From an optimization exercise on the open Yosys and OpenROAD flow, aimed at small area, a short achievable clock period and few clock cycles per item; shortcuts taken in it are not production practice. Function was checked by simulation only, so behaviour that the tests miss may differ from the original. Power and IR drop assume default switching activity.

== build 87 ==
==> flow/design.v (excerpt) <==
module pcie_notify_endpoint
(
    input  logic       trn_clk,
    input  logic       reset,
    input  pcie_tlp_pkg::qword_t     trn_rd,
    input  logic       trn_rsof_n,
    input  logic       trn_reof_n,
    input  logic       trn_rsrc_rdy_n,
    input  logic [6:0] trn_rbar_hit_n,
    output logic       trn_rdst_rdy_n,
    output pcie_tlp_pkg::qword_t     trn_td,
    output logic [7:0] trn_trem_n,
    output logic       trn_tsof_n,
    output logic       trn_teof_n,
    output logic       trn_tsrc_rdy_n,
    input  logic       trn_tdst_rdy_n,
    input  logic [7:0] cfg_bus_number,
    input  logic [4:0] cfg_device_number,
    input  logic [2:0] cfg_function_number
);
    localparam int NCH = 4;
    function automatic logic [31:0] inc32(input logic [31:0] x);
        logic [31:0] p;
        p = x;
        for (int d = 1; d < 32; d = d * 2) begin
            for (int i = 31; i >= d; i--) p[i] = p[i] & p[i - d];
        end
        inc32[0] = !x[0];
        for (int i = 1; i < 32; i++) inc32[i] = x[i] ^ p[i - 1];
    endfunction
    function automatic logic [8:0] inc9(input logic [8:0] x);
        logic [8:0] p;
        p = x;
        for (int d = 1; d < 9; d = d * 2) begin
            for (int i = 8; i >= d; i--) p[i] = p[i] & p[i - d];
        end
        inc9[0] = !x[0];
        for (int i = 1; i < 9; i++) inc9[i] = x[i] ^ p[i - 1];
  ...
==> flow/config.mk <==
export PLATFORM = sky130hd
export DESIGN_NAME = pcie_notify_endpoint
export DESIGN_NICKNAME = pcie_notify_endpoint
export VERILOG_FILES = /design/flow/design.v
export SDC_FILE = /design/flow/constraint.sdc
export NUM_CORES = 4
export LEC_CHECK = 0
export ABC_CLOCK_PERIOD_IN_PS = 2000
export CAP_MARGIN = 20
export CORE_MARGIN = 2
export CORE_UTILIZATION = 45
export PLACE_DENSITY = 0.85
export SETUP_SLACK_MARGIN = 3.5
export SLEW_MARGIN = 20
export TNS_END_PERCENT = 100
==> flow/constraint.sdc <==
create_clock -name core_clock -period 6.0 [get_ports {trn_clk}]
set_input_delay 1.2000 -clock core_clock [delete_from_list [all_inputs] [get_ports {trn_clk}]]
set_output_delay 1.2000 -clock core_clock [all_outputs]
set_load 0.01 [all_outputs]
standard.sh (not shown) runs the stock make flow with config.mk's settings and CLKGATE_MAP_FILE= SYNTH_SCRIPT=/design/flow/synth_recipe.tcl, a recipe that flattens the netlist after the stock synthesis.
==> flow/flow/run.sh <==
#!/bin/bash
# Standard layout, with the port buffers inserted as sky130_fd_sc_hd__buf_4
# instead of the resizer's default pick (a delay buffer that the footprint-
# matched timing repair can then not trade for a faster one).
set -euo pipefail
export BUFFER_PORTS_ARGS="-buffer_cell sky130_fd_sc_hd__buf_4"
bash standard.sh > standard_flow.log 2>&1
Testbench counts of build 87, summed over its fixed seeds: cycles 12,545, items 3,200.
Modified inputs, build 21 compared to build 87
# build 87
export LEC_CHECK = 0
export ABC_CLOCK_PERIOD_IN_PS = 2000
export CAP_MARGIN = 20
export CORE_MARGIN = 2
export CORE_UTILIZATION = 45
export PLACE_DENSITY = 0.85
export SETUP_SLACK_MARGIN = 3.5
export SLEW_MARGIN = 20
export TNS_END_PERCENT = 100
create_clock -name core_clock -period 6.0 [get_ports {trn_clk}]
# build 21
export LEC_CHECK = 0
export ABC_CLOCK_PERIOD_IN_PS = 2000
export CAP_MARGIN = 20
export CORE_MARGIN = 2
export CORE_UTILIZATION = 50
export PLACE_DENSITY = 0.7
export SETUP_SLACK_MARGIN = 3.5
export SLEW_MARGIN = 20
export TNS_END_PERCENT = 100
create_clock -name core_clock -period 6.0 [get_ports {trn_clk}]
--- outcome ---
- As far as final total negative setup slack goes, build 21 and build 87 are indistinguishable; the numbers are identical.
- Summary — part of the total power dissipated in the clock network, build 21 relative to build 87: higher, by 0.4 points.
- Build 21: fraction of area in multi-input gates 0.17 points above build 87
- Diff build 87 -> build 21: global-route total usage across every layer increased 1.3 points, utilization saw an increase, sum of internal, switching and leakage power was more or less identical, critical path depth +1.
- Build 21 vs. build 87: wire length reported by the detailed router -about 9%; cell area after synthesis ~0 delta; sequential cell area share +1.2 points; post-place instance area -0.31%.
## Diff of input files: build 74 against build 21
# build 21
export LEC_CHECK = 0
export ABC_CLOCK_PERIOD_IN_PS = 2000
export CAP_MARGIN = 20
export CORE_MARGIN = 2
export CORE_UTILIZATION = 50
export PLACE_DENSITY = 0.7
export SETUP_SLACK_MARGIN = 3.5
export SLEW_MARGIN = 20
export TNS_END_PERCENT = 100
create_clock -name core_clock -period 6.0 [get_ports {trn_clk}]
# build 74
export LEC_CHECK = 0
export ABC_CLOCK_PERIOD_IN_PS = 3000
export CAP_MARGIN = 20
export CORE_MARGIN = 2
export CORE_UTILIZATION = 40
export PLACE_DENSITY = 0.6
export SETUP_SLACK_MARGIN = 3.5
export SLEW_MARGIN = 20
export TNS_END_PERCENT = 100
create_clock -name core_clock -period 6.0 [get_ports {trn_clk}]
==> comparison <==
- Comparing build 21 against build 74, there is no change at all in number of antenna violations at the first check in global routing.
- Build 74 has power consumption above what build 21 had.
- Route | build 74 vs build 21 | wire longer in build 74
- Number of fill cells for build 74: 43% up relative to build 21
- Compared with build 21, build 74 instantiates a larger number of standard cells.
- Delta (build 74 minus build 21): internal portion of total power rose 1.9%, post-route fraction of the period consumed by the critical path about even, met2 layer usage reported by global route fell 7.7 points, fraction of power consumed by the clock network rose 1.3 points.

afterwards: timing with drivers on the ports:
How much do the figures lean on ideal ports? The routed layouts below were timed once more, with nothing changed but the port constraints.
Step 1 (the two cells are an assumption about what drives the block):
set clk [get_ports {trn_clk}]
set_driving_cell -lib_cell sky130_fd_sc_hd__clkbuf_16 $clk
set_driving_cell -lib_cell sky130_fd_sc_hd__buf_2 [delete_from_list [all_inputs] $clk]
Step 2 adds t to the input delays and takes it off the output delays; t is the mean of the earliest and latest rising clock arrival at the registers after step 1. Input paths then give back, and output paths get back, about the clock's delay inside the block.
Three values: ideal ports, drivers, drivers and shift; two values: the first two.
run	shift t [ns]	setup WS [ns]	hold slack, ns	worst slew at a driven data input, ns	cell pins on the clock port's net
build 87	0.693	3.035 / 3.035 / 2.991	0.464 / 0.464 / 0.464	0.06	1
build 21	0.647	3.509 / 3.461 / 2.925	0.445 / 0.445 / 0.445	0.09	1
build 74	0.661	3.509 / 3.461 / 3.023	0.451 / 0.451 / 0.451	0.05	1
After both steps every run listed still meets setup and hold. The setup slack of build 21, which loses most, moves by -0.048 ns with the drivers and by -0.584 ns with both steps.
